Context: an optimization exercise on an open-source flow, tuned for small area, a short achievable clock period and few clock cycles. The choices shown serve that exercise and are no tape-out recipe.
No run shown here included a check of the RTL's function; only the layout flow was run.
Power and IR drop assume default switching activity.

==> flow/design.v <==
module lgappg_sched #(
   parameter int W_WORDS = 8,
   parameter int H_ROWS  = 8
) (
   input  logic         clk,
   input  logic         rst,
   input  logic         start,
   output logic         busy,
   output logic         done,
   input  logic         in_valid,
   output logic         in_ready,
   input  logic [63:0]  in_data,
   output logic         win_valid,
   input  logic         win_ready,
   output logic [575:0] win_data,
   output logic         win_odd
);
   localparam int NW = W_WORDS * H_ROWS;
   localparam int S  = 2 * W_WORDS + 3;
   localparam int XW = $clog2(W_WORDS);
   localparam int YW = $clog2(H_ROWS);
   localparam int PW = XW + YW;
   localparam logic [PW-1:0] LAST_IDX = PW'(NW - 1);
   localparam logic [PW-1:0] PRE_LOAD = PW'(W_WORDS);
   localparam logic [XW-1:0] X_LAST   = XW'(W_WORDS - 1);
   localparam logic [YW-1:0] Y_LAST   = YW'(H_ROWS - 1);
   logic            run_q, flush_q, done_q, wv_q, odd_q;
   logic            prime_q;     
   logic            last_q;      
   logic            wvn_q;       
   logic            more_q;      
   logic [PW-1:0]   in_cnt_q;    
   logic [YW-1:0]   row_q;       
   logic [XW-1:0]   col_q;
   localparam int KR = 4;
   logic [KR-1:0][8:0] kill_q;   
   logic [8:0]      n_kill, c_kill;
   logic [S-1:0][63:0] store_q;  
   logic slot_free, acc, shift, load, hs, last_hs, wrap;
   logic n_up, n_dn, n_lf, n_rt, c_up, c_dn, c_lf, c_rt;
   assign slot_free = wvn_q || win_ready;
   assign acc       = run_q && in_valid && slot_free;
   assign shift     = slot_free && ((run_q && in_valid) || more_q);
   assign load      = shift && (flush_q || prime_q);
   assign hs        = wv_q && win_ready;
   assign last_hs   = hs && last_q;
   assign wrap = (col_q == X_LAST);
   assign n_lf = wrap;
   assign n_rt = (col_q == X_LAST - XW'(1));
   assign n_up = wrap ? (row_q == Y_LAST) : (row_q == '0);
   assign n_dn = wrap ? (row_q == Y_LAST - YW'(1)) : (row_q == Y_LAST);
   always_comb begin
      for (int k = 0; k < 9; k++) begin
         n_kill[k] = ((k / 3 == 0) && n_up) || ((k / 3 == 2) && n_dn) ||
                     ((k % 3 == 0) && n_lf) || ((k % 3 == 2) && n_rt);
         c_kill[k] = ((k / 3 == 0) && c_up) || ((k / 3 == 2) && c_dn) ||
                     ((k % 3 == 0) && c_lf) || ((k % 3 == 2) && c_rt);
      end
   end
   always_ff @(posedge clk) begin
      kill_q[0] <= load ? n_kill : c_kill;
      kill_q[1] <= (load || !wv_q) ? n_kill : c_kill;
      kill_q[2] <= load ? n_kill : (wv_q ? c_kill : 9'h000);
      kill_q[3] <= load ? n_kill : (wv_q ? c_kill : 9'h1ff);
   end
   assign c_lf = (col_q == '0);
   assign c_rt = wrap;
   assign c_up = (row_q == '0);
   assign c_dn = (row_q == Y_LAST);
   always_ff @(posedge clk) begin
      if (shift) begin
         store_q[0] <= ~in_data;
         for (int j = 1; j < S; j++) store_q[j] <= store_q[j-1];
      end
   end
   always_ff @(posedge clk) begin
      if (load) begin
         odd_q  <= row_q[0] ^ wrap;
         last_q <= (row_q == Y_LAST) && n_rt;
         col_q  <= col_q + XW'(1);
         if (wrap) row_q <= row_q + YW'(1);
      end
      if (!run_q && !flush_q && !done_q && start) begin
         row_q  <= Y_LAST;
         col_q  <= X_LAST;
         last_q <= 1'b0;
      end
   end
   always_ff @(posedge clk) begin
      if (rst) begin
         run_q    <= 1'b0;
         flush_q  <= 1'b0;
         done_q   <= 1'b0;
         wv_q     <= 1'b0;
         wvn_q    <= 1'b1;
         more_q   <= 1'b0;
         prime_q  <= 1'b0;
         in_cnt_q <= '0;
      end else begin
         done_q <= last_hs;
         if (!run_q && !flush_q && !done_q && start) begin
            run_q    <= 1'b1;
            prime_q  <= 1'b0;
            in_cnt_q <= '0;
         end
         if (acc) begin
            in_cnt_q <= in_cnt_q + PW'(1);
            if (in_cnt_q == PRE_LOAD) prime_q <= 1'b1;
            if (in_cnt_q == LAST_IDX) begin
               run_q   <= 1'b0;
               flush_q <= 1'b1;
               more_q  <= 1'b1;
            end
         end
         if (load && flush_q && (row_q == Y_LAST) && n_rt) more_q <= 1'b0;
         if (last_hs) flush_q <= 1'b0;
         if (load)    wv_q <= 1'b1;
         else if (hs) wv_q <= 1'b0;
         if (load)    wvn_q <= 1'b0;
         else if (hs) wvn_q <= 1'b1;
      end
   end
   for (genvar k = 0; k < 9; k++) begin : g_win
      localparam int J = W_WORDS + 1 - ((k / 3 - 1) * W_WORDS + (k % 3 - 1));
      for (genvar b = 0; b < 64; b++) begin : g_bit
         assign win_data[64*k + b] = ~(store_q[J][b] | kill_q[b * KR / 64][k]);
      end
   end
   assign in_ready  = run_q && slot_free;
   assign busy      = run_q || flush_q;
   assign done      = done_q;
   assign win_valid = wv_q;
   assign win_odd   = odd_q;
endmodule
==> flow/flow/run.sh <==
#!/bin/bash
# Standard layout, but ports buffered with plain buffers and the resizer free to swap footprints.
set -euo pipefail
bash standard.sh MATCH_CELL_FOOTPRINT=0 'BUFFER_PORTS_ARGS=-buffer_cell sky130_fd_sc_hd__buf_1' finish > standard_flow.log 2>&1
==> flow/standard.sh <==
#!/bin/bash
# synth_recipe.tcl (not shown) runs the flow's synth.tcl, then flattens the netlist and writes it again
# the make line also repeats each setting of config.mk as NAME=value (left out here)
make -C /OpenROAD-flow-scripts/flow DESIGN_CONFIG=/design/flow/config.mk WORK_HOME=/design/flow/orfs CLKGATE_MAP_FILE= SYNTH_SCRIPT=/design/flow/synth_recipe.tcl "${@:-finish}"
==> flow/config.mk <==
export PLATFORM = sky130hd
export DESIGN_NAME = lgappg_sched
export DESIGN_NICKNAME = lgappg_sched
export VERILOG_FILES = /design/flow/design.v
export SDC_FILE = /design/flow/constraint.sdc
export NUM_CORES = 4
export LEC_CHECK = 0
export CAP_MARGIN = 20
export CORE_MARGIN = 2
export CORE_UTILIZATION = 80
export SETUP_SLACK_MARGIN = 1.5
export SLEW_MARGIN = 20
==> flow/constraint.sdc <==
create_clock -name core_clock -period 4.0 [get_ports {clk}]
set_input_delay 0.8000 -clock core_clock [delete_from_list [all_inputs] [get_ports {clk}]]
set_output_delay 0.8000 -clock core_clock [all_outputs]
set_load 0.01 [all_outputs]
==> results of run 1 <==
## worst max-delay path by stage
stage                        from            end  slack, ns  depth (start not counted)
after floorplan          in_valid     store_q[0]     -15.33                          3
after global placement  win_ready  store_q[1198]       1.21                          5
## cells by family after synthesis
group	count (synthesis)	synth area share, %
mux	11	0.284
compound gates	60	0.959
flops	1270	90.9
fa+ha+maj	10	0.302
xor+xnor	1	0.0212
buf+inv	204	1.88
simple gates	596	5.65
## synth_stat cells, drive strengths merged (2+ instances only)
master	n	area [µm²]
a211oi	5	37.5
a21oi	13	65.1
a22oi	5	37.5
a2bb2oi	2	17.5
a31oi	2	12.5
and3	3	23.8
buf	6	35.0
clkbuf	75	283
dfxtp	53	1060
edfxtp	1217	36500
ha	10	125
inv	123	462
mux2	3	37.5
mux2i	8	80.1
nand2	13	48.8
nand2b	6	37.5
nand3	14	70.1
nand4	3	18.8
nor2	542	2030
nor2b	3	18.8
nor3	5	25.0
o211a	2	20.0
o211ai	9	67.6
o21ai	14	70.1
or4	2	15.0
## stage by stage
| step | area, µm² | power (mW) |
|---|---|---|
| after floorplan | 41400 | 16.1 |
| after global placement | 45100 | 16.0 |
## power groups by stage
| stage | logic [mW] | clock network [mW] | registers, mW |
|---|---|---|---|
| after global placement | 0.545 | 0 | 15.5 |
| after floorplan | 0.297 | 0 | 15.8 |
==> reports/results.tsv, run 1 <==
metric	value	unit
synth-main-ff-cell	edfxtp_1	
start_util	80.8	%
fp-row-count	83	
syn_area	41400	µm²
synth_warnings	1	
synth_seq_cells	1270	
synth-edff-count	1217	
gp_congestion	0.935	
fp.dieH	231	µm
lastStage	detailed placement	
netlist_instances	2152	
yosysUniqueCellTypes	45	
ys_seq_area_share	90.9	%
async_reset_ff_share	0	%
hpwlAfterDp	60900	µm
syn_area_per_cell	19.2	µm²
die_x	231	µm
syn_nets	2231	
ioPinCount	650	
error	[ERROR DPL-0033] detailed placement checks failed during check placement.	
numPortBuffers	649	
status	stopped before the end	
==> run 2: changes to the inputs <==
--- a/flow/config.mk
+++ b/flow/config.mk
@@ -9,3 +9,3 @@
 export CORE_MARGIN = 2
-export CORE_UTILIZATION = 80
+export CORE_UTILIZATION = 75
 export SETUP_SLACK_MARGIN = 1.5
==> reports/results.tsv, run 2 <==
metric	value	unit	change
cts_buffers	109		
cts_buffer_depth	3		
rsz0062_at_grt	no		
fp.coreArea	54800	µm²	
p_sw	5.12	mW	
drt-total-wl	84800	µm	
synth_top_area_cell	edfxtp_1		unchanged
endpoint	busy		
required	3.20	ns	
ioPinCount	650		unchanged
reg2reg_from	col_q[0]		
dr.pass1.iters	8		
largest_register_ff_count	1216		
cp_slowest_cell	dfxtp_1		
synth-main-ff-cell	edfxtp_1		unchanged
min_path_type	primary input to flop		
clock-skew-final	0.0193	ns	
die_x	239	µm	was 231 µm
clk_pin_slew	0.06	ns	
crit_family	flip-flops		
slowest_delay	0.52	ns	
grt_max_degree	145		
tns	0	ns	
r2r-end	row_q[0]		
crit_path_start	flush_q		
timing.critical_path.buf_inv	1		
peakVddDrop	0.000410	V	
htreeDepth	3		
start_kind	flop		
clock-sinks	1270		
top_register	store_q		
final_common_cell	edfxtp_1		
tightest_slew	1.03	ns	
fillers	1992		
p_per_area	540	nW/µm²	
worstRegToRegCells	5		
final_cell_mix	edfxtp_1 (1,217), buf_1 (649), nor2_1 (540)		
grt_pass1_vias	20599		
async_reset_ff_share	0	%	unchanged
status	no timing/DRC/antenna violations		was stopped before the end
placed_area	44700	µm²	
synth.top_cell.area_share	88.3	%	unchanged
syn_area_per_cell	19.2	µm²	unchanged
detail-route-antenna-nets	0		
drv_cap	0		
via_count	20898		
path_cells	or2_2 > buf_1		
layout.nets	2934		
syn_to_final_growth	16.7	%	
p_int	20.9	mW	
ys_seq_area_share	90.9	%	unchanged
worstSetupPathDepth	2		
instances_no_fill	3651		
hp-start	in_data[62]		
pwr-share-seq	58.5	%	
fp-row-count	86		was 83
yosys-top-cells-count	edfxtp_1 (1,217), nor2_1 (542), inv_1 (123)		unchanged
crit_fanout	7		
swShare	19.7	%	
place_inst	3448		
setup-violations-final	0		
clkLatencyLatePin	0.66	ns	
drive_above_1_share	7.74	%	
synth-edff-count	1217		unchanged
start_util	75.5	%	was 80.8%
drt_iter0_drc	2238		
tritoncts	done		
clkPwrFrac	39.5	%	
drt-wirelength-per-cell	23.2	µm	
p_total	26.1	mW	
fp.dieH	239	µm	was 231 µm
syn_area	41400	µm²	unchanged
power_frac_comb	2.0	%	
crit_path_end_kind	primary output		
post-place-ws	1.21	ns	
track_usage	29.7	%	
final.period_utilization	61.1	%	
syn_nets	2231		unchanged
hold_viol_final	0		
fmax	0.409	GHz	
yosysMostFrequentCell	edfxtp_1		unchanged
numPortBuffers	649		unchanged
fin_ws	1.56	ns	
netlist_instances	2152		unchanged
p_leak	16.3	nW	
synth_area_leaders	edfxtp_1 (88%), nor2_1 (4.9%), dfxtp_1 (2.6%)		unchanged
antenna_found_initial	2		
hpwlAfterDp	50600	µm	was 60,900 µm
drt_drc_violations_left	0		
grt_pass1_wl	123000	µm	
die_area	57100	µm²	
drt-vias-per-instance	5.72		
root_buffer	clkbuf_16		
gp_congestion	0.903		was 0.935
synth_warnings	1		unchanged
yosysUniqueCellTypes	45		unchanged
stdcell_area	48300	µm²	
arrival	1.64	ns	
drv_slew	0		
largestRegisters	store_q x1216, kill_q x33, in_cnt_q x6		
crit_type	flop to primary output		
layout_min_cycle_time	2.44	ns	
relSlewSlack	31.2	%	
synth_seq_cells	1270		unchanged
ff2ff_setup_slack	1.64	ns	
gr-total-overflow	0		
run 2: repair_timing:
item / 4_1_cts / 5_1_grt
buffers inserted: 0 / 0
pin swaps: 0 / 0
resized for setup: 35 / 1
endpoints found under the setup margin: 431 / 1
hold buffers: 0 / 0
run 2: layout make-up:
| class | instances | area [µm²] | area share [%] |
|---|---|---|---|
| clock buffers | 138 | 3020 | 6.25 |
| clock inverters | 64 | 487 | 1.01 |
| multi-input cells | 678 | 3010 | 6.23 |
| inverters | 123 | 462 | 0.956 |
| repair buffers | 673 | 2780 | 5.76 |
| well taps | 704 | 881 | 1.82 |
| flip-flops and latches | 1270 | 37600 | 78.0 |
| diodes | 1 | 2.50 | 0.00518 |
run 2: worst min-delay path by stage:
stage	endpoint	depth (start not counted)
5_1_grt	store_q[12]	2
3_3_place_gp	store_q[309]	0
6_report	store_q[62]	2
2_1_floorplan	store_q[1000]	0
3_5_place_dp	store_q[1014]	0
4_1_cts	store_q[62]	2
run 2: power by group through the flow:
stage	logic [mW]	clock network (mW)	registers, mW
floorplan	0.297	0	15.8
CTS	0.533	10.4	15.2
detailed placement	0.520	0	15.5
global placement	0.502	0	15.5
global route	0.581	10.9	15.3
finish	0.532	10.3	15.2
run 2: through the flow:
step / util [%] / hold slack (ns)
finish: 88.2 / 0.359
global route: 88.2 / 0.341
CTS: 88.2 / 0.322
detailed placement: 81.7 / 0.405
global placement: 81.7 / 0.400
floorplan: - / 0.400
run 2: layer usage:
metal	global-route usage [%]	vias to the layer above	part of all wire (%)
met4	14.9	4	5.3
met3	5.87	258	7.6
met1	36.4	10234	35
met2	51.1	1229	53
li1	-	9173	-
met5	0	-	0.034
run 2: cell families after synthesis:
logic type                 synth area share [%]
AOI/OAI and AO/OA                         0.959
muxes                                     0.284
DFF                                        90.9
and+or+nand+nor                            5.65
buffers and inverters                      1.88
xor gates and xnor gates                 0.0212
adders and majority gates                 0.302
==> run 3: changes to the inputs <==
--- a/flow/config.mk
+++ b/flow/config.mk
@@ -9,3 +9,4 @@
 export CORE_MARGIN = 2
-export CORE_UTILIZATION = 75
+export CORE_UTILIZATION = 70
+export CTS_BUF_LIST = sky130_fd_sc_hd__clkbuf_8
 export SETUP_SLACK_MARGIN = 1.5
==> reports/results.tsv, run 3 <==
metric	value	unit	change
status	no timing/DRC/antenna violations		unchanged
largestRegisters	store_q x1216, kill_q x33, in_cnt_q x6		unchanged
syn_to_final_growth	16.8	%	was 16.7%
r2r-end	kill_q[7]		was row_q[0]
clk_pin_slew	0.07	ns	was 0.06 ns
async_reset_ff_share	0	%	unchanged
gr-total-overflow	0		unchanged
setup-violations-final	0		unchanged
holdPathEnd	store_q[42]		was store_q[62]
clock-skew-final	0.0327	ns	was 0.0193 ns
p_int	19.8	mW	was 20.9 mW
top_register	store_q		unchanged
yosysUniqueCellTypes	45		unchanged
drt-vias-per-instance	5.23		was 5.72
dr.pass1.iters	7		was 8
rsz0062_at_grt	no		unchanged
start_kind	flop		unchanged
start_util	70.5	%	was 75.5%
fp-row-count	89		was 86
hp-start	in_data[42]		was in_data[62]
crit_type	flop to primary output		unchanged
numPortBuffers	649		unchanged
fmax	0.412	GHz	was 0.409 GHz
layout.nets	3006		was 2,934
drt-total-wl	73800	µm	was 84,800 µm
relSlewSlack	33.0	%	was 31.2%
clkPwrFrac	36.6	%	was 39.5%
via_count	20128		was 20,898
gp_congestion	0.897		was 0.903
root_buffer	clkbuf_8		was clkbuf_16
crit_path_end_kind	primary output		unchanged
diodes	0		was 1
grt_max_degree	129		was 145
drt_drc_violations_left	0		unchanged
yosys-top-cells-count	edfxtp_1 (1,217), nor2_1 (542), inv_1 (123)		unchanged
final.period_utilization	60.7	%	was 61.1%
tritoncts	done		unchanged
worstSetupPathDepth	2		unchanged
synth-main-ff-cell	edfxtp_1		unchanged
crit_fanout	16		was 7
final_common_cell	edfxtp_1		unchanged
drt-wirelength-per-cell	19.2	µm	was 23.2 µm
detail-route-antenna-nets	0		unchanged
hold_depth	2		unchanged
antenna_found_initial	2		unchanged
synth_warnings	1		unchanged
largest_register_ff_count	1216		unchanged
syn_area	41400	µm²	unchanged
drive_above_1_share	10.2	%	was 7.74%
place_inst	3516		was 3,448
fp.coreArea	58700	µm²	was 54,800 µm²
pwr-share-seq	61.3	%	was 58.5%
peakVddDrop	0.000424	V	was 0.000410 V
yosysMostFrequentCell	edfxtp_1		unchanged
final_cell_mix	edfxtp_1 (1,217), buf_1 (641), nor2_1 (531)		was edfxtp_1 (1,217), buf_1 (649), nor2_1 (540)
hold_viol_final	0		unchanged
fillers	2835		was 1,992
ff2ff_setup_slack	1.74	ns	was 1.64 ns
cp_slowest_cell	dfxtp_4		was dfxtp_1
track_usage	24.1	%	was 29.7%
cts_buffers	180		was 109
layout_min_cycle_time	2.43	ns	was 2.44 ns
instances_no_fill	3850		was 3,651
worstRegToRegCells	5		unchanged
postCtsHoldBufs	0		unchanged
placed_area	44800	µm²	was 44,700 µm²
drv_slew	0		unchanged
fin_ws	1.57	ns	was 1.56 ns
tightest_slew	1.00	ns	was 1.03 ns
clock-sinks	1270		unchanged
synth_area_leaders	edfxtp_1 (88%), nor2_1 (4.9%), dfxtp_1 (2.6%)		unchanged
synth-edff-count	1217		unchanged
required	3.20	ns	about the same
synth_top_area_cell	edfxtp_1		unchanged
reg2reg_from	col_q[0]		unchanged
cts_buffer_depth	3		unchanged
p_leak	16.6	nW	was 16.3 nW
grt_pass1_vias	19466		was 20,599
tns	0	ns	unchanged
ys_seq_area_share	90.9	%	unchanged
p_sw	5.00	mW	was 5.12 mW
synth.top_cell.area_share	88.3	%	unchanged
ioPinCount	650		unchanged
fp.dieH	247	µm	was 239 µm
netlist_instances	2152		unchanged
hpwlAfterDp	50900	µm	was 50,600 µm
synth_seq_cells	1270		unchanged
min_path_type	primary input to flop		unchanged
crit_family	flip-flops		unchanged
p_per_area	513	nW/µm²	was 540 nW/µm²
swShare	20.2	%	was 19.7%
die_x	247	µm	was 239 µm
timing.critical_path.buf_inv	1		unchanged
die_area	61100	µm²	was 57,100 µm²
syn_area_per_cell	19.2	µm²	unchanged
post-place-ws	1.23	ns	was 1.21 ns
arrival	1.63	ns	was 1.64 ns
slowest_delay	0.42	ns	was 0.52 ns
syn_nets	2231		unchanged
clkLatencyLatePin	0.80	ns	was 0.66 ns
drt_iter0_drc	1442		was 2,238
path_cells	nor2_1 > buf_1		was or2_2 > buf_1
drv_cap	0		unchanged
stdcell_area	48300	µm²	about the same
htreeDepth	4		was 3
grt_pass1_wl	107000	µm	was 123,000 µm
final_core_util	82.4	%	was 88.2%
power_frac_comb	2.1	%	was 2.0%
-- run 3: what timing repair did --
action | in CTS | in global routing
buffers inserted | 1 | 1
gates resized for setup | 77 | 12
endpoints found under the setup margin | 530 | 34
-- run 3: area by class of cell --
cell class / instances / area [µm²] / area share, %
flip-flops and latches: 1270 / 37700 / 78.1
well taps: 773 / 967 / 2.00
repair buffers: 674 / 2820 / 5.82
clock buffers: 190 / 2620 / 5.41
inverters: 123 / 462 / 0.955
multi-input cells: 678 / 3040 / 6.29
clock inverters: 142 / 708 / 1.47
-- run 3: logic make-up after synthesis --
group | Yosys count | synth area share, %
AND/OR/NAND/NOR | 596 | 5.65
flip-flops | 1270 | 90.9
buffers and inverters | 204 | 1.88
XOR/XNOR | 1 | 0.0212
multiplexers | 11 | 0.284
AO/OA/AOI/OAI | 60 | 0.959
adder cells (fa/ha/maj) | 10 | 0.302
-- run 3: how the worst max path moves through the flow --
stage / startpoint / to
after floorplan: in_valid / store_q[0]
after global placement: in_valid / store_q[464]
after detailed placement: win_ready / store_q[469]
after CTS: kill_q[11] / win_data[155]
after global routing: kill_q[11] / win_data[147]
final: kill_q[31] / win_data[305]
-- run 3: per-layer routing --
layer  wire (µm)  vias up  GRT usage (%)
li1            -     9373              -
met1       27900     9725           30.3
met2       37300      869           39.0
met3        5490      157           6.61
met4        3090        4           12.4
met5          27        -              0
-- run 3: power by group through the flow --
stage / clock [mW] / sequential, mW / combinational, mW
2_1_floorplan: 0 / 15.8 / 0.297
3_3_place_gp: 0 / 15.5 / 0.505
3_5_place_dp: 0 / 15.5 / 0.520
4_1_cts: 9.32 / 15.2 / 0.525
5_1_grt: 9.89 / 15.2 / 0.572
6_report: 9.08 / 15.2 / 0.519
-- run 3: worst register-to-register path, delay by kind of cell, from the launching register on --
family	cells	cell delay, ns
buf+inv	1	0.29
fa+ha+maj	2	0.61
flops	1	0.36
simple gates	1	0.62
mux	1	0.28
-- run 3: stage by stage --
step / hold WS [ns] / power, mW
final: 0.213 / 24.8
after global routing: 0.158 / 25.7
after CTS: 0.136 / 25.1
after detailed placement: 0.405 / 16.0
after global placement: 0.400 / 16.0
after floorplan: 0.400 / 16.1
==> run 4: changes to the inputs <==
--- a/flow/config.mk
+++ b/flow/config.mk
@@ -9,5 +9,5 @@
 export CORE_MARGIN = 2
-export CORE_UTILIZATION = 70
+export CORE_UTILIZATION = 75
 export CTS_BUF_LIST = sky130_fd_sc_hd__clkbuf_8
-export SETUP_SLACK_MARGIN = 1.5
+export SETUP_SLACK_MARGIN = 1.7
 export SLEW_MARGIN = 20
==> reports/results.tsv, run 4 <==
metric	value	unit	change
setup-violations-final	0		unchanged
tns	0	ns	unchanged
die_area	57100	µm²	was 61,100 µm²
via_count	22863		was 20,128
drive_above_1_share	36.0	%	was 10.2%
track_usage	29.9	%	was 24.1%
relSlewSlack	24.5	%	was 33.0%
p_per_area	499	nW/µm²	was 513 nW/µm²
placed_area	44700	µm²	was 44,800 µm²
arrival	1.68	ns	was 1.63 ns
ys_seq_area_share	90.9	%	unchanged
cts_buffer_depth	3		unchanged
clock-skew-final	0.0358	ns	was 0.0327 ns
gr-total-overflow	0		unchanged
fin_ws	1.52	ns	was 1.57 ns
syn_area	41400	µm²	unchanged
fp.coreArea	54800	µm²	was 58,700 µm²
yosysUniqueCellTypes	45		unchanged
crit_path_end_kind	primary output		unchanged
netlist_instances	2152		unchanged
clkLatencyLatePin	0.81	ns	was 0.80 ns
rsz0062_at_grt	yes		was no
fp.dieH	239	µm	was 247 µm
synth_seq_cells	1270		unchanged
drt-wirelength-per-cell	26.5	µm	was 19.2 µm
grt_pass1_vias	21228		was 19,466
layout.nets	3060		was 3,006
drt-vias-per-instance	5.97		was 5.23
yosys-top-cells-count	edfxtp_1 (1,217), nor2_1 (542), inv_1 (123)		unchanged
peakVddDrop	0.000399	V	was 0.000424 V
drv_cap	0		unchanged
synth-edff-count	1217		unchanged
cts_buffers	177		was 180
synth_warnings	1		unchanged
yosysMostFrequentCell	edfxtp_1		unchanged
stdcell_area	51300	µm²	was 48,300 µm²
drt_drc_violations_left	0		unchanged
crit_type	flop to primary output		unchanged
dr.pass1.iters	9		was 7
drt-total-wl	102000	µm	was 73,800 µm
tightest_slew	1.13	ns	was 1.00 ns
top_register	store_q		unchanged
htreeDepth	4		unchanged
syn_to_final_growth	23.9	%	was 16.8%
largest_register_ff_count	1216		unchanged
synth_top_area_cell	edfxtp_1		unchanged
postCtsHoldBufs	0		unchanged
min_path_type	primary input to flop		unchanged
start_util	75.5	%	was 70.5%
required	3.20	ns	about the same
hpwlAfterDp	50600	µm	was 50,900 µm
gp_congestion	0.903		was 0.897
slowest_delay	0.43	ns	was 0.42 ns
syn_area_per_cell	19.2	µm²	unchanged
synth-main-ff-cell	edfxtp_1		unchanged
p_total	25.6	mW	was 24.8 mW
p_leak	18.9	nW	was 16.6 nW
drv_slew	0		unchanged
async_reset_ff_share	0	%	unchanged
final_common_cell	edfxtp_1		unchanged
largestRegisters	store_q x1216, kill_q x33, in_cnt_q x6		unchanged
timing.critical_path.buf_inv	1		unchanged
path_cells	nor2_1 > buf_1		unchanged
layout_min_cycle_time	2.48	ns	was 2.43 ns
status	no timing/DRC/antenna violations		unchanged
tritoncts	done		unchanged
synth.top_cell.area_share	88.3	%	unchanged
crit_family	flip-flops		unchanged
hold_viol_final	0		unchanged
fmax	0.404	GHz	was 0.412 GHz
crit_fanout	16		unchanged
root_buffer	clkbuf_8		unchanged
start_kind	flop		unchanged
grt_max_degree	145		was 129
syn_nets	2231		unchanged
clock-sinks	1270		unchanged
post-place-ws	1.21	ns	was 1.23 ns
antenna_found_initial	4		was 2
drt_iter0_drc	2899		was 1,442
ioPinCount	650		unchanged
clk_pin_slew	0.07	ns	about the same
final_cell_mix	edfxtp_1 (1,217), clkbuf_2 (369), nor2_1 (316)		was edfxtp_1 (1,217), buf_1 (641), nor2_1 (531)
synth_area_leaders	edfxtp_1 (88%), nor2_1 (4.9%), dfxtp_1 (2.6%)		unchanged
cp_slowest_cell	dfxtp_4		unchanged
grt_pass1_wl	123000	µm	was 107,000 µm
final.period_utilization	61.9	%	was 60.7%
fp-row-count	86		was 89
die_x	239	µm	was 247 µm
numPortBuffers	649		unchanged
detail-route-antenna-nets	0		unchanged
-- run 4: timing repair --
| action | in CTS | in global routing |
|---|---|---|
| endpoints found under the setup margin | 746 | 837 |
| gates resized for setup | 837 | 441 |
| pin swaps | 19 | 71 |
| buffers inserted | 28 | 30 |
-- run 4: kinds of logic (layout without fill, tap and decap cells) --
| logic type | after synthesis | count (layout) | synth area share (%) |
|---|---|---|---|
| DFF | 1270 | 1270 | 90.9 |
| and+or+nand+nor | 596 | 596 | 5.65 |
| buffers and inverters | 204 | 1175 | 1.88 |
| AOI/OAI and AO/OA | 60 | 60 | 0.959 |
| muxes | 11 | 11 | 0.284 |
| adders and majority gates | 10 | 10 | 0.302 |
| xor gates and xnor gates | 1 | 1 | 0.0212 |
| other | 0 | 5 | 0 |
-- run 4: power by group --
part           internal [mW]  total (mW)  leakage, nW  switching (mW)
logic                  0.209       0.667         5.34           0.459
registers               15.0        15.3         11.6           0.237
clock network           4.65        9.62         1.88            4.97
total                   19.9        25.6         18.9            5.67
-- run 4: through the flow --
stage | cells | util (%) | hold WS [ns]
floorplan | 2152 | - | 0.400
global placement | 3448 | 81.7 | 0.400
detailed placement | 3448 | 81.7 | 0.405
CTS | 3797 | 90.7 | 0.140
global route | 3829 | 93.6 | 0.161
finish | 3832 | 93.6 | 0.191
-- run 4: worst paths after layout --
check	startpoint	to	slack, ns	cells after the start
max	kill_q[10]	win_data[84]	1.52	2
max reg2reg	wvn_q	kill_q[32]	1.66	4
min	in_data[62]	store_q[62]	0.19	2
min reg2reg	store_q[882]	store_q[946]	0.40	0
-- run 4: metal layers --
metal  routed length [µm]  global-route usage, %
met1                32700                   35.0
met2                53400                   51.1
met3                 9240                   7.24
met4                 6280                   17.1
met5                   55                      0
-- run 4: cell type report --
class / instances / area [µm²]
Timing Repair Buffer: 731 / 4780
Antenna cell: 5 / 12.5
Clock buffer: 186 / 2560
Fill cell: 1287 / 3500
Tap cell: 704 / 881
Sequential cell: 1270 / 37700
Clock inverter: 135 / 726
Multi-Input combinational cell: 678 / 4100
Inverter: 123 / 462
==> run 5: changes to the inputs <==
--- a/flow/config.mk
+++ b/flow/config.mk
@@ -11,3 +11,3 @@
 export CTS_BUF_LIST = sky130_fd_sc_hd__clkbuf_8
-export SETUP_SLACK_MARGIN = 1.7
+export SETUP_SLACK_MARGIN = 1.9
 export SLEW_MARGIN = 20
==> reports/results.tsv, run 5 <==
metric	value	unit	change
start_util	75.5	%	unchanged
p_sw	5.81	mW	was 5.67 mW
synth.top_cell.area_share	88.3	%	unchanged
die_area	57100	µm²	unchanged
tightest_slew	1.05	ns	was 1.13 ns
ioPinCount	650		unchanged
via_count	23793		was 22,863
crit_path_end_kind	primary output		unchanged
cts_buffers	177		unchanged
setup-violations-final	0		unchanged
final.period_utilization	64.6	%	was 61.9%
start_kind	flop		unchanged
yosysMostFrequentCell	edfxtp_1		unchanged
instances_no_fill	3881		was 3,832
syn_area_per_cell	19.2	µm²	unchanged
fp.coreArea	54800	µm²	unchanged
syn_to_final_growth	25.5	%	was 23.9%
synth_xor_area_share	0.0212	%	unchanged
top_register	store_q		unchanged
p_leak	19.2	nW	was 18.9 nW
synth_area_leaders	edfxtp_1 (88%), nor2_1 (4.9%), dfxtp_1 (2.6%)		unchanged
clock-sinks	1270		unchanged
synth_warnings	1		unchanged
place_inst	3448		unchanged
final_cell_mix	edfxtp_1 (1,217), clkbuf_2 (326), nor2_1 (315)		was edfxtp_1 (1,217), clkbuf_2 (369), nor2_1 (316)
layout_min_cycle_time	2.58	ns	was 2.48 ns
netlist_instances	2152		unchanged
min_path_type	primary input to flop		unchanged
pwr-share-seq	59.4	%	was 59.7%
fp-row-count	86		unchanged
stdcell_area	51900	µm²	was 51,300 µm²
hpwlAfterDp	50600	µm	unchanged
rsz0062_at_grt	yes		unchanged
status	no timing/DRC/antenna violations		unchanged
fmax	0.387	GHz	was 0.404 GHz
crit_fanout	16		unchanged
clkPwrFrac	37.8	%	was 37.6%
tns	0	ns	unchanged
clkLatencyLatePin	0.84	ns	was 0.81 ns
crit_type	flop to primary output		unchanged
yosys.area_share.adder	0.302	%	unchanged
grt_pass1_wl	125000	µm	was 123,000 µm
drive_above_1_share	38.2	%	was 36.0%
track_usage	30.5	%	was 29.9%
peakVddDrop	0.000387	V	was 0.000399 V
tritoncts	done		unchanged
swShare	22.6	%	was 22.2%
layout.nets	3110		was 3,060
timing.hold.ws	0.180	ns	was 0.191 ns
drt_iter0_drc	3274		was 2,899
numPortBuffers	649		unchanged
synth-edff-count	1217		unchanged
ys_seq_area_share	90.9	%	unchanged
final_common_cell	edfxtp_1		unchanged
drt_drc_violations_left	0		unchanged
drt-vias-per-instance	6.13		was 5.97
syn_nets	2231		unchanged
power_frac_comb	2.7	%	was 2.6%
synth_compound_area_share	0.959	%	unchanged
relSlewSlack	30.0	%	was 24.5%
p_int	19.9	mW	about the same
htreeDepth	4		unchanged
drv_slew	0		unchanged
synth_seq_cells	1270		unchanged
clock-skew-final	0.0511	ns	was 0.0358 ns
yosys-top-cells-count	edfxtp_1 (1,217), nor2_1 (542), inv_1 (123)		unchanged
arrival	1.78	ns	was 1.68 ns
fp.dieH	239	µm	unchanged
synth_top_family_by_area	simple AND/OR/NAND/NOR gates		unchanged
placed_area	44700	µm²	unchanged
largestRegisters	store_q x1216, kill_q x33, in_cnt_q x6		unchanged
synth_mux_area_share	0.284	%	unchanged
async_reset_ff_share	0	%	unchanged
grt_pass1_vias	21586		was 21,228
synth-simple-area-share	5.65	%	unchanged
detail-route-antenna-nets	0		unchanged
dr.pass1.iters	6		was 9
root_buffer	clkbuf_8		unchanged
antenna_found_initial	4		unchanged
drv_cap	0		unchanged
hold_viol_final	0		unchanged
drt-total-wl	111000	µm	was 102,000 µm
cts_buffer_depth	3		unchanged
syn_area	41400	µm²	unchanged
synth-main-ff-cell	edfxtp_1		unchanged
gp_congestion	0.903		unchanged
yosysUniqueCellTypes	45		unchanged
synth_top_area_cell	edfxtp_1		unchanged
grt_max_degree	145		unchanged
gr-total-overflow	0		unchanged
postCtsHoldBufs	0		unchanged
drt-wirelength-per-cell	28.5	µm	was 26.5 µm
clk_pin_slew	0.07	ns	about the same
p_per_area	496	nW/µm²	was 499 nW/µm²
largest_register_ff_count	1216		unchanged
die_x	239	µm	unchanged
required	3.20	ns	about the same
[run 5: cell counts after synthesis]
No cell type changed its count.
[run 5: power by group through the flow]
stage / registers [mW] / logic [mW] / clock network [mW]
6_report: 15.3 / 0.707 / 9.74
5_1_grt: 15.3 / 0.748 / 10.2
4_1_cts: 15.2 / 0.601 / 9.25
3_3_place_gp: 15.5 / 0.502 / 0
3_5_place_dp: 15.5 / 0.520 / 0
2_1_floorplan: 15.8 / 0.297 / 0
[run 5: logic make-up (layout without fill, tap and decap cells)]
logic type	count (synthesis)	in the layout
flip-flops	1270	1270
AND/OR/NAND/NOR	596	596
multiplexers	11	11
XOR/XNOR	1	1
adder cells (fa/ha/maj)	10	10
AO/OA/AOI/OAI	60	60
other	0	4
buffers and inverters	204	1225
[run 5: cell type report]
class / instances / area [µm²]
flip-flops and latches: 1270 / 37700
repair buffers: 781 / 5420
multi-input cells: 678 / 4100
fillers: 1103 / 2870
clock buffers: 186 / 2560
well taps: 704 / 881
clock inverters: 135 / 726
inverters: 123 / 465
diodes: 4 / 10.0
[run 5: path summary, 6_finish.rpt]
| path | startpoint | endpoint | slack, ns | depth (start not counted) |
|---|---|---|---|---|
| worst max register to register | wvn_q | kill_q[28] | 1.79 | 5 |
| worst min-delay path | in_data[62] | store_q[62] | 0.18 | 2 |
| worst min register to register | store_q[494] | store_q[558] | 0.40 | 0 |
| worst max-delay path | kill_q[10] | win_data[83] | 1.42 | 2 |
[run 5: per-layer routing]
| metal | vias up | GRT usage, % | wire [µm] |
|---|---|---|---|
| met5 | - | 0 | 14 |
| met3 | 466 | 7.42 | 11000 |
| met2 | 2094 | 52.2 | 58100 |
| li1 | 9576 | - | - |
| met1 | 11655 | 35.5 | 34000 |
| met4 | 2 | 17.9 | 7600 |
[run 5: timing repair]
item,4_1_cts,5_1_grt
gates resized for setup,961,458
setup buffers,52,56
endpoints found under the setup margin,1508,601
cloned,0,0
pin swaps,20,68
[run 5: stage by stage]
stage	worst slack, ns	total power [mW]	utilization [%]
after floorplan	-15.33	16.1	-
after global placement	1.27	16.0	81.7
after detailed placement	1.21	16.0	81.7
after CTS	1.57	25.1	91.4
after global routing	1.36	26.3	94.8
final	1.42	25.7	94.8
[run 5: critical path, cell delays in order, from the launching register on]
cell and delay, ns:
dfxtp_4 0.42, nor2_1 0.28, clkbuf_2 0.23
==> run 6: changes to the inputs <==
--- a/flow/config.mk
+++ b/flow/config.mk
@@ -9,5 +9,5 @@
 export CORE_MARGIN = 2
-export CORE_UTILIZATION = 75
+export CORE_UTILIZATION = 70
 export CTS_BUF_LIST = sky130_fd_sc_hd__clkbuf_8
-export SETUP_SLACK_MARGIN = 1.9
+export SETUP_SLACK_MARGIN = 1.0
 export SLEW_MARGIN = 20
==> reports/results.tsv, run 6 <==
metric	value	unit	change
antenna_found_initial	2		was 4
clk_pin_slew	0.06	ns	was 0.07 ns
ys_seq_area_share	90.9	%	unchanged
fin_ws	1.24	ns	was 1.42 ns
synth-main-ff-cell	edfxtp_1		unchanged
yosys-top-cells-count	edfxtp_1 (1,217), nor2_1 (542), inv_1 (123)		unchanged
postCtsHoldBufs	0		unchanged
min_path_type	primary input to flop		unchanged
clkPwrFrac	36.6	%	was 37.8%
hpwlAfterDp	50900	µm	was 50,600 µm
start_kind	flop		unchanged
cts_resized	0		was 961
clock-sinks	1270		unchanged
layout.nets	3004		was 3,110
drt-vias-per-instance	5.23		was 6.13
cts_buffers	180		was 177
drv_slew	0		unchanged
synth_mux_area_share	0.284	%	unchanged
die_area	61100	µm²	was 57,100 µm²
grt_max_degree	129		was 145
final.period_utilization	69.1	%	was 64.6%
hold_viol_final	0		unchanged
crit_fanout	16		unchanged
grt_pass1_vias	19433		was 21,586
fp.coreArea	58700	µm²	was 54,800 µm²
fmax	0.362	GHz	was 0.387 GHz
p_sw	5.01	mW	was 5.81 mW
worstRegToRegCells	3		was 5
synth-simple-area-share	5.65	%	unchanged
final_common_cell	edfxtp_1		unchanged
required	3.20	ns	about the same
synth_warnings	1		unchanged
synth_top_family_by_area	simple AND/OR/NAND/NOR gates		unchanged
drt_iter0_drc	1417		was 3,274
placed_area	44800	µm²	was 44,700 µm²
yosysUniqueCellTypes	45		unchanged
post-place-ws	1.23	ns	was 1.21 ns
layout_min_cycle_time	2.76	ns	was 2.58 ns
drt-total-wl	73600	µm	was 111,000 µm
detail-route-antenna-nets	0		unchanged
tns	0	ns	unchanged
synth_top_area_cell	edfxtp_1		unchanged
rsz0062_at_grt	no		was yes
htreeDepth	4		unchanged
async_reset_ff_share	0	%	unchanged
grt_pass1_wl	107000	µm	was 125,000 µm
gp_congestion	0.897		was 0.903
cts_setup_buffers	0		was 52
peakVddDrop	0.000424	V	was 0.000387 V
endpoint	win_data[88]		was win_data[83]
gr-total-overflow	0		unchanged
synth.top_cell.area_share	88.3	%	unchanged
top_register	store_q		unchanged
swShare	20.2	%	was 22.6%
power_frac_comb	2.1	%	was 2.7%
synth-edff-count	1217		unchanged
final_cell_mix	edfxtp_1 (1,217), buf_1 (649), nor2_1 (540)		was edfxtp_1 (1,217), clkbuf_2 (326), nor2_1 (315)
setup-violations-final	0		unchanged
largestRegisters	store_q x1216, kill_q x33, in_cnt_q x6		unchanged
reg2reg_from	run_q		was wvn_q
ff2ff_setup_slack	1.69	ns	was 1.79 ns
cts_buffer_depth	3		unchanged
pwr-share-seq	61.3	%	was 59.4%
stdcell_area	48100	µm²	was 51,900 µm²
largest_register_ff_count	1216		unchanged
via_count	20124		was 23,793
fp-row-count	89		was 86
syn_area_per_cell	19.2	µm²	unchanged
crit_path_start	kill_q[10]		unchanged
syn_to_final_growth	16.4	%	was 25.5%
tritoncts	done		unchanged
p_leak	16.5	nW	was 19.2 nW
synth_xor_area_share	0.0212	%	unchanged
p_total	24.8	mW	was 25.7 mW
die_x	247	µm	was 239 µm
p_per_area	516	nW/µm²	was 496 nW/µm²
diodes	0		was 4
start_util	70.5	%	was 75.5%
relSlewSlack	36.1	%	was 30.0%
synth_seq_cells	1270		unchanged
dr.pass1.iters	8		was 6
ioPinCount	650		unchanged
drt_drc_violations_left	0		unchanged
arrival	1.96	ns	was 1.78 ns
crit_path_end_kind	primary output		unchanged
status	no timing/DRC/antenna violations		unchanged
p_int	19.8	mW	was 19.9 mW
syn_area	41400	µm²	unchanged
fillers	2858		was 1,103
fp.dieH	247	µm	was 239 µm
tightest_slew	0.959	ns	was 1.05 ns
yosys.area_share.adder	0.302	%	unchanged
root_buffer	clkbuf_8		unchanged
track_usage	24.0	%	was 30.5%
drive_above_1_share	8.39	%	was 38.2%
drv_cap	0		unchanged
crit_type	flop to primary output		unchanged
clkLatencyLatePin	0.81	ns	was 0.84 ns
synth_area_leaders	edfxtp_1 (88%), nor2_1 (4.9%), dfxtp_1 (2.6%)		unchanged
netlist_instances	2152		unchanged
timing.hold.ws	0.211	ns	was 0.180 ns
r2r-end	store_q[1204]		was kill_q[28]
drt-wirelength-per-cell	19.1	µm	was 28.5 µm
yosysMostFrequentCell	edfxtp_1		unchanged
synth_compound_area_share	0.959	%	unchanged
syn_nets	2231		unchanged
numPortBuffers	649		unchanged
clock-skew-final	0.0331	ns	was 0.0511 ns
==> run 6: cell types whose count changed in the layout (fill, tap and decap cells not counted), moves of 67 or more <==
cell | previous run | this run
nor2_1 | 315 | 540
buf_6 | 134 | 0
clkbuf_2 | 326 | 0
nor2_2 | 126 | 1
buf_4 | 117 | 9
nor2_4 | 101 | 1
buf_2 | 67 | 0
buf_1 | 102 | 649
==> run 6: worst min path at each step <==
stage,start,to,slack [ns],depth (start not counted)
detailed placement,store_q[936],store_q[1000],0.40,0
global route,in_data[42],store_q[42],0.16,2
floorplan,store_q[936],store_q[1000],0.40,0
CTS,in_data[42],store_q[42],0.14,2
finish,in_data[42],store_q[42],0.21,2
global placement,store_q[342],store_q[406],0.40,0
==> run 6: kinds of logic after synthesis <==
family,count (synthesis)
flip-flops,1270
AND/OR/NAND/NOR,596
buffers and inverters,204
AO/OA/AOI/OAI,60
multiplexers,11
adder cells (fa/ha/maj),10
XOR/XNOR,1
==> run 6: worst max-delay path: stages, from the launching register on <==
cell     delay, ns
dfxtp_1       0.79
nor2_1        0.19
buf_1         0.18
==> run 6: routing by layer <==
layer	track usage [%]	part of all wire (%)	vias to the layer above	wire length (µm)
met5	0	0.037	-	27
met4	12.5	4.1	4	2990
met3	6.90	7.3	160	5390
met2	38.7	50	840	37200
met1	30.1	38	9764	28100
li1	-	-	9356	-
==> run 6: power groups by stage <==
| stage | Clock [mW] | Combinational, mW | Sequential, mW |
|---|---|---|---|
| after CTS | 9.32 | 0.522 | 15.2 |
| after floorplan | 0 | 0.297 | 15.8 |
| after detailed placement | 0 | 0.520 | 15.5 |
| after global routing | 9.88 | 0.568 | 15.3 |
| final | 9.09 | 0.516 | 15.2 |
| after global placement | 0 | 0.505 | 15.5 |
==> run 6: metrics by stage <==
stage / utilization [%] / cells
2_1_floorplan: - / 2152
3_3_place_gp: 76.4 / 3516
3_5_place_dp: 76.4 / 3516
4_1_cts: 82.0 / 3848
5_1_grt: 82.0 / 3848
6_report: 82.0 / 3848
==> run 6: layout make-up <==
| class | count | area (µm²) | area share (%) |
|---|---|---|---|
| flip-flops and latches | 1270 | 37600 | 78.1 |
| multi-input cells | 678 | 3010 | 6.24 |
| clock buffers | 190 | 2620 | 5.43 |
| clock inverters | 142 | 708 | 1.47 |
| inverters | 123 | 462 | 0.959 |
| repair buffers | 672 | 2780 | 5.78 |
| well taps | 773 | 967 | 2.01 |
==> run 7: changes to the inputs <==
--- a/flow/config.mk
+++ b/flow/config.mk
@@ -11,3 +11,3 @@
 export CTS_BUF_LIST = sky130_fd_sc_hd__clkbuf_8
-export SETUP_SLACK_MARGIN = 1.0
+export SETUP_SLACK_MARGIN = 1.3
 export SLEW_MARGIN = 20
==> reports/results.tsv, run 7 <==
metric	value	unit	change
syn_area	41400	µm²	unchanged
final_cell_mix	edfxtp_1 (1,217), buf_1 (649), nor2_1 (540)		unchanged
detail-route-antenna-nets	0		unchanged
synth_warnings	1		unchanged
diodes	0		unchanged
holdPathEnd	store_q[42]		unchanged
clkLatencyLatePin	0.81	ns	about the same
synth-edff-count	1217		unchanged
crit_path_end_kind	primary output		unchanged
rsz0062_at_grt	no		unchanged
track_usage	24.0	%	about the same
synth_xor_area_share	0.0212	%	unchanged
ioPinCount	650		unchanged
placed_area	44800	µm²	unchanged
crit_type	flop to primary output		unchanged
synth_top_area_cell	edfxtp_1		unchanged
start_kind	flop		unchanged
setup-violations-final	0		unchanged
fp-row-count	89		unchanged
gp_congestion	0.897		unchanged
hpwlAfterDp	50900	µm	unchanged
fmax	0.382	GHz	was 0.362 GHz
synth.top_cell.area_share	88.3	%	unchanged
path_cells	nor2b_1 > buf_1		was nor2_1 > buf_1
crit_family	flip-flops		unchanged
timing.critical_path.buf_inv	1		unchanged
cp_slowest_cell	dfxtp_1		unchanged
dr.pass1.iters	5		was 8
drt_drc_violations_left	0		unchanged
top_register	store_q		unchanged
cts_setup_buffers	0		unchanged
yosysUniqueCellTypes	45		unchanged
cts_buffer_depth	3		unchanged
layout.nets	3004		unchanged
required	3.20	ns	about the same
cts_resized	29		was 0
syn_to_final_growth	16.5	%	was 16.4%
drt_iter0_drc	1488		was 1,417
reg2reg_from	run_q		unchanged
synth_mux_area_share	0.284	%	unchanged
hold_viol_final	0		unchanged
crit_fanout	9		was 16
r2r-end	store_q[1204]		unchanged
grt_pass1_wl	107000	µm	about the same
peakVddDrop	0.000424	V	about the same
fp.dieH	247	µm	unchanged
final_common_cell	edfxtp_1		unchanged
fp.coreArea	58700	µm²	unchanged
clk_pin_slew	0.06	ns	about the same
start_util	70.5	%	unchanged
clock-skew-final	0.0336	ns	was 0.0331 ns
synth_seq_cells	1270		unchanged
stdcell_area	48200	µm²	was 48,100 µm²
numPortBuffers	649		unchanged
synth_top_family_by_area	simple AND/OR/NAND/NOR gates		unchanged
yosys.area_share.adder	0.302	%	unchanged
synth_compound_area_share	0.959	%	unchanged
min_path_type	primary input to flop		unchanged
yosys-top-cells-count	edfxtp_1 (1,217), nor2_1 (542), inv_1 (123)		unchanged
syn_nets	2231		unchanged
antenna_found_initial	2		unchanged
p_per_area	515	nW/µm²	was 516 nW/µm²
postCtsHoldBufs	0		unchanged
drv_slew	0		unchanged
synth-simple-area-share	5.65	%	unchanged
arrival	1.82	ns	was 1.96 ns
status	no timing/DRC/antenna violations		unchanged
cts_buffers	180		unchanged
hp-start	in_data[42]		unchanged
synth-main-ff-cell	edfxtp_1		unchanged
hold_depth	2		unchanged
async_reset_ff_share	0	%	unchanged
clock-sinks	1270		unchanged
ys_seq_area_share	90.9	%	unchanged
die_area	61100	µm²	unchanged
drive_above_1_share	9.43	%	was 8.39%
relSlewSlack	35.4	%	was 36.1%
p_leak	16.5	nW	about the same
netlist_instances	2152		unchanged
multi_input_area	3010	µm²	unchanged
final.period_utilization	65.4	%	was 69.1%
regArea	37600	µm²	about the same
layout_min_cycle_time	2.62	ns	was 2.76 ns
tightest_slew	0.969	ns	was 0.959 ns
die_x	247	µm	unchanged
slowest_delay	0.54	ns	was 0.79 ns
yosysMostFrequentCell	edfxtp_1		unchanged
drt-total-wl	73600	µm	about the same
tns	0	ns	unchanged
syn_area_per_cell	19.2	µm²	unchanged
grt_pass1_vias	19453		was 19,433
worstRegToRegCells	3		unchanged
grt_max_degree	129		unchanged
largest_register_ff_count	1216		unchanged
htreeDepth	4		unchanged
gr-total-overflow	0		unchanged
synth_area_leaders	edfxtp_1 (88%), nor2_1 (4.9%), dfxtp_1 (2.6%)		unchanged
fillers	2858		unchanged
largestRegisters	store_q x1216, kill_q x33, in_cnt_q x6		unchanged
ff2ff_setup_slack	1.67	ns	was 1.69 ns
via_count	20061		was 20,124
root_buffer	clkbuf_8		unchanged
drt-wirelength-per-cell	19.1	µm	about the same
tritoncts	done		unchanged
drt-vias-per-instance	5.21		was 5.23
drv_cap	0		unchanged
run 7: changes by cell type in the layout (fill, tap and decap cells not counted):
cell and delta:
dfxtp_1 -32, dfxtp_2 +32
run 7: power by group:
part	internal, mW	switching (mW)	total (mW)
Clock	4.66	4.43	9.08
Sequential	15.1	0.174	15.2
Combinational	0.114	0.402	0.515
Total	19.8	5.00	24.8
run 7: cell families (layout without fill, tap and decap cells):
family                     count (synthesis)  after routing
adders and majority gates                 10             10
xor gates and xnor gates                   1              1
muxes                                     11             11
and+or+nand+nor                          596            596
DFF                                     1270           1270
buffers and inverters                    204           1127
AOI/OAI and AO/OA                         60             60
run 7: worst max-delay path by stage:
stage	from	to	slack [ns]	cells past startpoint
final	run_q	in_ready	1.38	2
after global routing	kill_q[23]	win_data[360]	1.30	2
after floorplan	in_valid	store_q[0]	-15.33	3
after detailed placement	win_ready	store_q[469]	1.23	5
after global placement	in_valid	store_q[464]	1.28	5
after CTS	kill_q[12]	win_data[218]	1.32	2
run 7: stage by stage:
stage / hold slack [ns] / setup WS (ns) / std cells / power, mW / utilization [%]
2_1_floorplan: 0.400 / -15.33 / 2152 / 16.1 / -
4_1_cts: 0.136 / 1.32 / 3848 / 25.1 / 82.1
3_5_place_dp: 0.405 / 1.23 / 3516 / 16.0 / 76.4
5_1_grt: 0.158 / 1.30 / 3848 / 25.7 / 82.1
6_report: 0.212 / 1.38 / 3848 / 24.8 / 82.1
3_3_place_gp: 0.400 / 1.28 / 3516 / 16.0 / 76.4
run 7: routing by layer:
| layer | wire length, µm | vias to the layer above | GRT usage [%] |
|---|---|---|---|
| li1 | - | 9358 | - |
| met1 | 27900 | 9696 | 30.1 |
| met2 | 37200 | 841 | 38.7 |
| met3 | 5430 | 162 | 6.90 |
| met4 | 3030 | 4 | 12.5 |
| met5 | 27 | - | 0 |
run 7: area by class of cell:
type | count | area share [%]
Tap cell | 773 | 2.01
Sequential cell | 1270 | 78.1
Timing Repair Buffer | 672 | 5.78
Inverter | 123 | 0.958
Multi-Input combinational cell | 678 | 6.24
Clock buffer | 190 | 5.43
Clock inverter | 142 | 1.47
==> run 8: changes to the inputs <==
--- a/flow/config.mk
+++ b/flow/config.mk
@@ -11,3 +11,3 @@
 export CTS_BUF_LIST = sky130_fd_sc_hd__clkbuf_8
-export SETUP_SLACK_MARGIN = 1.3
+export SETUP_SLACK_MARGIN = 1.6
 export SLEW_MARGIN = 20
==> reports/results.tsv, run 8 <==
metric	value	unit	change
drv_cap	0		unchanged
syn_nets	2231		unchanged
synth-edff-count	1217		unchanged
p_sw	5.08	mW	was 5.00 mW
diodes	0		unchanged
p_leak	18.1	nW	was 16.5 nW
gr-total-overflow	0		unchanged
track_usage	24.8	%	was 24.0%
postCtsHoldBufs	0		unchanged
antenna_found_initial	2		unchanged
numPortBuffers	649		unchanged
drt_drc_violations_left	0		unchanged
start_kind	flop		unchanged
synth-main-ff-cell	edfxtp_1		unchanged
fmax	0.416	GHz	was 0.382 GHz
path_cells	nor2_1 > clkbuf_2		was nor2b_1 > buf_1
clock-skew-final	0.0354	ns	was 0.0336 ns
grt_max_degree	129		unchanged
tns	0	ns	unchanged
swShare	20.4	%	was 20.2%
fp.dieH	247	µm	unchanged
cts_buffer_depth	3		unchanged
relSlewSlack	35.9	%	was 35.4%
grt_pass1_vias	19852		was 19,453
synth_warnings	1		unchanged
gp_congestion	0.897		unchanged
post-place-ws	1.23	ns	unchanged
rsz0062_at_grt	yes		was no
drt_iter0_drc	1507		was 1,488
async_reset_ff_share	0	%	unchanged
drt-wirelength-per-cell	19.9	µm	was 19.1 µm
final_common_cell	edfxtp_1		unchanged
synth_area_leaders	edfxtp_1 (88%), nor2_1 (4.9%), dfxtp_1 (2.6%)		unchanged
htreeDepth	4		unchanged
layout.nets	3041		was 3,004
tritoncts	done		unchanged
grt_pass1_wl	110000	µm	was 107,000 µm
status	no timing/DRC/antenna violations		unchanged
min_path_type	primary input to flop		unchanged
clkLatencyLatePin	0.81	ns	about the same
top_register	store_q		unchanged
fp-row-count	89		unchanged
start_util	70.5	%	unchanged
cp_slowest_cell	dfxtp_4		was dfxtp_1
detail-route-antenna-nets	0		unchanged
final_cell_mix	edfxtp_1 (1,217), nor2_1 (408), clkbuf_2 (309)		was edfxtp_1 (1,217), buf_1 (649), nor2_1 (540)
fin_ws	1.60	ns	was 1.38 ns
drt-total-wl	77300	µm	was 73,600 µm
arrival	1.60	ns	was 1.82 ns
p_int	19.8	mW	about the same
timing.critical_path.buf_inv	1		unchanged
yosysMostFrequentCell	edfxtp_1		unchanged
via_count	20496		was 20,061
fillers	2617		was 2,858
clk_pin_slew	0.07	ns	was 0.06 ns
die_area	61100	µm²	unchanged
ys_seq_area_share	90.9	%	unchanged
layout_min_cycle_time	2.40	ns	was 2.62 ns
syn_area	41400	µm²	unchanged
p_per_area	499	nW/µm²	was 515 nW/µm²
synth_seq_cells	1270		unchanged
final.period_utilization	60.1	%	was 65.4%
required	3.20	ns	about the same
crit_path_end_kind	primary output		unchanged
die_x	247	µm	unchanged
peakVddDrop	0.000415	V	was 0.000424 V
setup-violations-final	0		unchanged
clock-sinks	1270		unchanged
hpwlAfterDp	50900	µm	unchanged
instances_no_fill	3885		was 3,848
root_buffer	clkbuf_8		unchanged
hold_viol_final	0		unchanged
place_inst	3516		unchanged
clkPwrFrac	36.7	%	was 36.6%
synth_top_area_cell	edfxtp_1		unchanged
fp.coreArea	58700	µm²	unchanged
crit_type	flop to primary output		unchanged
yosys-top-cells-count	edfxtp_1 (1,217), nor2_1 (542), inv_1 (123)		unchanged
yosysUniqueCellTypes	45		unchanged
ioPinCount	650		unchanged
netlist_instances	2152		unchanged
slowest_delay	0.43	ns	was 0.54 ns
power_frac_comb	2.2	%	was 2.1%
pwr-share-seq	61.1	%	was 61.3%
largest_register_ff_count	1216		unchanged
dr.pass1.iters	7		was 5
crit_family	flip-flops		unchanged
syn_area_per_cell	19.2	µm²	unchanged
largestRegisters	store_q x1216, kill_q x33, in_cnt_q x6		unchanged
drv_slew	0		unchanged
tightest_slew	0.962	ns	was 0.969 ns
crit_fanout	16		was 9
syn_to_final_growth	20.6	%	was 16.5%
cts_buffers	180		unchanged
drive_above_1_share	27.2	%	was 9.43%
synth.top_cell.area_share	88.3	%	unchanged
drt-vias-per-instance	5.28		was 5.21
## run 8: cell count changes in the layout (fill, tap and decap cells not counted), sizes merged
cell / delta
buf: -273
clkbuf: +310
## run 8: repair_timing
item,in CTS,in global routing
buffers inserted,26,11
resized for setup,464,290
setup endpoints to repair,534,265
pin swaps,5,14
## run 8: path summary, 6_finish.rpt
check                                  start            end  slack [ns]  cells after the start
worst max register to register         run_q   store_q[531]        1.79                      5
worst max-delay path               kill_q[6]  win_data[391]        1.60                      2
worst min-delay path             in_data[42]    store_q[42]        0.21                      2
worst min register to register  store_q[876]   store_q[940]        0.41                      0
## run 8: cell families after synthesis
logic type | count (synthesis) | share of synthesized area [%]
compound gates | 60 | 0.959
buf+inv | 204 | 1.88
flops | 1270 | 90.9
mux | 11 | 0.284
xor+xnor | 1 | 0.0212
fa+ha+maj | 10 | 0.302
simple gates | 596 | 5.65
## run 8: cell type report
type,instances,area [µm²],share of cell area (%)
inverter,123,462,0.925
tap,773,967,1.94
timing repair buffer,709,3860,7.73
clock buffer,190,2620,5.24
sequential,1270,37700,75.6
multi-input combinational,678,3550,7.11
clock inverter,142,708,1.42
## run 8: per-stage QoR
| step | utilization (%) | hold slack, ns | area, µm² | power, mW |
|---|---|---|---|---|
| 2_1_floorplan | - | 0.400 | 41400 | 16.1 |
| 3_3_place_gp | 76.4 | 0.400 | 44800 | 16.0 |
| 3_5_place_dp | 76.4 | 0.405 | 44800 | 16.0 |
| 4_1_cts | 83.8 | 0.136 | 49200 | 25.1 |
| 5_1_grt | 85.0 | 0.158 | 49900 | 25.8 |
| 6_report | 85.0 | 0.213 | 49900 | 24.9 |
## run 8: metal layers
metal	vias up	track usage (%)	wire, µm
li1	9439	-	-
met1	9962	30.9	28700
met2	925	40.4	39900
met3	166	6.40	5670
met4	4	13.5	3090
met5	-	0	27
## run 8: power groups by stage
| stage | Combinational (mW) | Clock, mW | Sequential [mW] |
|---|---|---|---|
| 2_1_floorplan | 0.297 | 0 | 15.8 |
| 3_3_place_gp | 0.505 | 0 | 15.5 |
| 3_5_place_dp | 0.520 | 0 | 15.5 |
| 4_1_cts | 0.548 | 9.32 | 15.2 |
| 5_1_grt | 0.610 | 9.91 | 15.3 |
| 6_report | 0.557 | 9.14 | 15.2 |
## run 8: worst reg2reg max path, cell delays in order, from the launching register on
cell and delay [ns]:
dfxtp_4 0.36, buf_4 0.14, a21oi_4 0.13, nor2_4 0.54, buf_12 0.29, buf_12 0.35
==> run 9: changes to the inputs <==
--- a/flow/config.mk
+++ b/flow/config.mk
@@ -10,4 +10,6 @@
 export CORE_UTILIZATION = 70
-export CTS_BUF_LIST = sky130_fd_sc_hd__clkbuf_8
-export SETUP_SLACK_MARGIN = 1.6
+export CTS_BUF_LIST = sky130_fd_sc_hd__clkbuf_16
+export CTS_CLUSTER_DIAMETER = 60
+export CTS_CLUSTER_SIZE = 30
+export SETUP_SLACK_MARGIN = 1.5
 export SLEW_MARGIN = 20
==> reports/results.tsv, run 9 <==
metric	value	unit	change
yosys-top-cells-count	edfxtp_1 (1,217), nor2_1 (542), inv_1 (123)		unchanged
final_common_cell	edfxtp_1		unchanged
tritoncts	done		unchanged
fillers	3121		was 2,617
netlist_instances	2152		unchanged
ioPinCount	650		unchanged
root_buffer	clkbuf_16		was clkbuf_8
synth_area_leaders	edfxtp_1 (88%), nor2_1 (4.9%), dfxtp_1 (2.6%)		unchanged
min_path_type	primary input to flop		unchanged
peakVddDrop	0.000557	V	was 0.000415 V
synth-edff-count	1217		unchanged
synth_warnings	1		unchanged
gr-total-overflow	0		unchanged
drt-wirelength-per-cell	20.0	µm	was 19.9 µm
slowest_delay	0.54	ns	was 0.43 ns
clkLatencyLatePin	0.63	ns	was 0.81 ns
path_cells	or2_2 > buf_1		was nor2_1 > clkbuf_2
gp_congestion	0.897		unchanged
tightest_slew	0.979	ns	was 0.962 ns
rsz0062_at_grt	no		was yes
relSlewSlack	34.8	%	was 35.9%
hp-start	in_data[37]		was in_data[42]
layout_min_cycle_time	2.43	ns	was 2.40 ns
drv_cap	0		unchanged
dr.pass1.iters	6		was 7
fp.coreArea	58700	µm²	unchanged
detail-route-antenna-nets	0		unchanged
place_inst	3516		unchanged
drive_above_1_share	5.25	%	was 27.2%
clock-skew-final	0.0217	ns	was 0.0354 ns
ys_seq_area_share	90.9	%	unchanged
drt_iter0_drc	1494		was 1,507
top_register	store_q		unchanged
synth-main-ff-cell	edfxtp_1		unchanged
crit_path_end_kind	primary output		unchanged
worstRegToRegCells	4		was 5
syn_area_per_cell	19.2	µm²	unchanged
start_util	70.5	%	unchanged
layout.nets	2878		was 3,041
syn_nets	2231		unchanged
hold_depth	2		unchanged
largestRegisters	store_q x1216, kill_q x33, in_cnt_q x6		unchanged
track_usage	23.1	%	was 24.8%
reg2reg_from	run_q		unchanged
grt_max_degree	129		unchanged
clk_pin_slew	0.10	ns	was 0.07 ns
endpoint	busy		was win_data[391]
drt_drc_violations_left	0		unchanged
instances_no_fill	3610		was 3,885
syn_area	41400	µm²	unchanged
final.period_utilization	60.8	%	was 60.1%
synth_seq_cells	1270		unchanged
cp_slowest_cell	dfxtp_1		was dfxtp_4
tns	0	ns	unchanged
yosysMostFrequentCell	edfxtp_1		unchanged
final_cell_mix	edfxtp_1 (1,217), buf_1 (649), nor2_1 (540)		was edfxtp_1 (1,217), nor2_1 (408), clkbuf_2 (309)
cts_buffer_depth	3		unchanged
required	3.20	ns	about the same
drv_slew	0		unchanged
setup-violations-final	0		unchanged
syn_to_final_growth	12.8	%	was 20.6%
drt-vias-per-instance	5.37		was 5.28
p_leak	15.5	nW	was 18.1 nW
ff2ff_setup_slack	1.71	ns	was 1.79 ns
crit_path_start	run_q		was kill_q[6]
grt_pass1_wl	104000	µm	was 110,000 µm
die_x	247	µm	unchanged
grt_pass1_vias	18219		was 19,852
fp.dieH	247	µm	unchanged
die_area	61100	µm²	unchanged
hpwlAfterDp	50900	µm	unchanged
start_kind	flop		unchanged
synth.top_cell.area_share	88.3	%	unchanged
r2r-end	store_q[537]		was store_q[531]
p_per_area	479	nW/µm²	was 499 nW/µm²
hold_viol_final	0		unchanged
async_reset_ff_share	0	%	unchanged
htreeDepth	2		was 4
synth_top_area_cell	edfxtp_1		unchanged
cts_buffers	54		was 180
via_count	19387		was 20,496
yosysUniqueCellTypes	45		unchanged
antenna_found_initial	1		was 2
crit_fanout	9		was 16
fp-row-count	89		unchanged
status	no timing/DRC/antenna violations		unchanged
largest_register_ff_count	1216		unchanged
crit_type	flop to primary output		unchanged
clock-sinks	1270		unchanged
arrival	1.63	ns	was 1.60 ns
drt-total-wl	72100	µm	was 77,300 µm
numPortBuffers	649		unchanged
fmax	0.411	GHz	was 0.416 GHz
-- run 9: cell types whose count changed in the layout (fill, tap and decap cells not counted), sizes merged --
cell      change
bufinv        -1
diode         +1
clkbuf      -443
clkinvlp      -6
inv          -54
buf         +273
clkinv       -45
-- run 9: cells by family after synthesis --
| logic type | after synthesis | share of synthesized area (%) |
|---|---|---|
| and+or+nand+nor | 596 | 5.65 |
| buffers and inverters | 204 | 1.88 |
| adders and majority gates | 10 | 0.302 |
| muxes | 11 | 0.284 |
| AOI/OAI and AO/OA | 60 | 0.959 |
| DFF | 1270 | 90.9 |
| xor gates and xnor gates | 1 | 0.0212 |
-- run 9: area by class of cell --
class,count,area (µm²),share of cell area [%]
Antenna cell,1,2.50,0.00536
Inverter,123,462,0.990
Clock inverter,36,360,0.772
Sequential cell,1270,37600,80.7
Tap cell,773,967,2.07
Multi-Input combinational cell,678,3010,6.44
Timing Repair Buffer,672,2780,5.97
Clock buffer,57,1430,3.06
-- run 9: how the worst min path moves through the flow --
| stage | to | slack, ns |
|---|---|---|
| 2_1_floorplan | store_q[1000] | 0.40 |
| 3_3_place_gp | store_q[406] | 0.40 |
| 3_5_place_dp | store_q[1000] | 0.40 |
| 4_1_cts | store_q[1] | 0.33 |
| 5_1_grt | store_q[1] | 0.33 |
| 6_report | store_q[37] | 0.37 |
-- run 9: routing by layer --
metal	track usage, %	part of all wire, %
met2	38.1	50
met4	10.4	4.7
met1	30.6	38
met3	4.47	6.8
met5	0	0.018
-- run 9: worst max-delay path: cells and delay by family, from the launching register on --
family	cells	cell delay, ns
buffers and inverters	1	0.28
AND/OR/NAND/NOR	1	0.19
flip-flops	1	0.54
-- run 9: what timing repair did --
| item | in CTS | in global routing |
|---|---|---|
| hold buffers | 0 | 0 |
| resized for setup | 31 | 2 |
| endpoints found under the setup margin | 438 | 31 |
| pin swaps | 0 | 0 |
| hold endpoints to repair | 0 | 0 |
| buffers inserted | 0 | 0 |
-- run 9: stage by stage --
stage	hold slack (ns)	instance area (µm²)	setup slack [ns]	utilization (%)	total power, mW
floorplan	0.400	41400	-15.33	-	16.1
global placement	0.400	44800	1.28	76.4	16.0
detailed placement	0.405	44800	1.23	76.4	16.0
CTS	0.327	46600	1.51	79.5	22.6
global route	0.330	46700	1.50	79.5	23.0
finish	0.371	46700	1.57	79.5	22.4
-- run 9: power breakdown --
group / switching, mW / total, mW / internal, mW
clock network: 3.77 / 6.65 / 2.88
logic: 0.402 / 0.515 / 0.114
registers: 0.175 / 15.2 / 15.0

## re-timing with driven ports
The results above use ideal ports. As a check the final layouts listed here were re-extracted and re-timed, cells and wires unchanged. Step 1: set_driving_cell puts a clkbuf_16 on clk and a buf_2 on each other input, an assumption about the parent block. Step 2 also shifts input and output timing later by t, the mid clock arrival at the registers, as if the neighbouring blocks saw the same clock. Slacks: ideal / step 1 / step 2; pairs: ideal / step 1.
| run | shift t [ns] | setup slack, ns | hold WS [ns] | pins driven straight from the clock port |
|---|---|---|---|---|
| run 2 | 0.708 | 1.558 / 1.494 / 1.065 | 0.359 / 0.317 / 0.410 | 1 |
| run 3 | 0.836 | 1.572 / 1.517 / 1.134 | 0.213 / 0.176 / 0.408 | 1 |
| run 4 | 0.859 | 1.523 / 1.460 / 1.094 | 0.191 / 0.150 / 0.396 | 1 |
| run 5 | 0.881 | 1.418 / 1.353 / 1.193 | 0.180 / 0.137 / 0.398 | 1 |
| run 6 | 0.838 | 1.238 / 1.183 / 1.103 | 0.211 / 0.175 / 0.407 | 1 |
| run 7 | 0.836 | 1.382 / 1.327 / 1.124 | 0.212 / 0.176 / 0.406 | 1 |
| run 8 | 0.841 | 1.595 / 1.541 / 1.119 | 0.213 / 0.178 / 0.409 | 1 |
| run 9 | 0.683 | 1.570 / 1.493 / 1.137 | 0.371 / 0.330 / 0.413 | 1 |
After both steps every run listed still meets setup and hold. The setup slack of run 2, which loses most, moves by -0.064 ns with the drivers and by -0.493 ns with both steps.
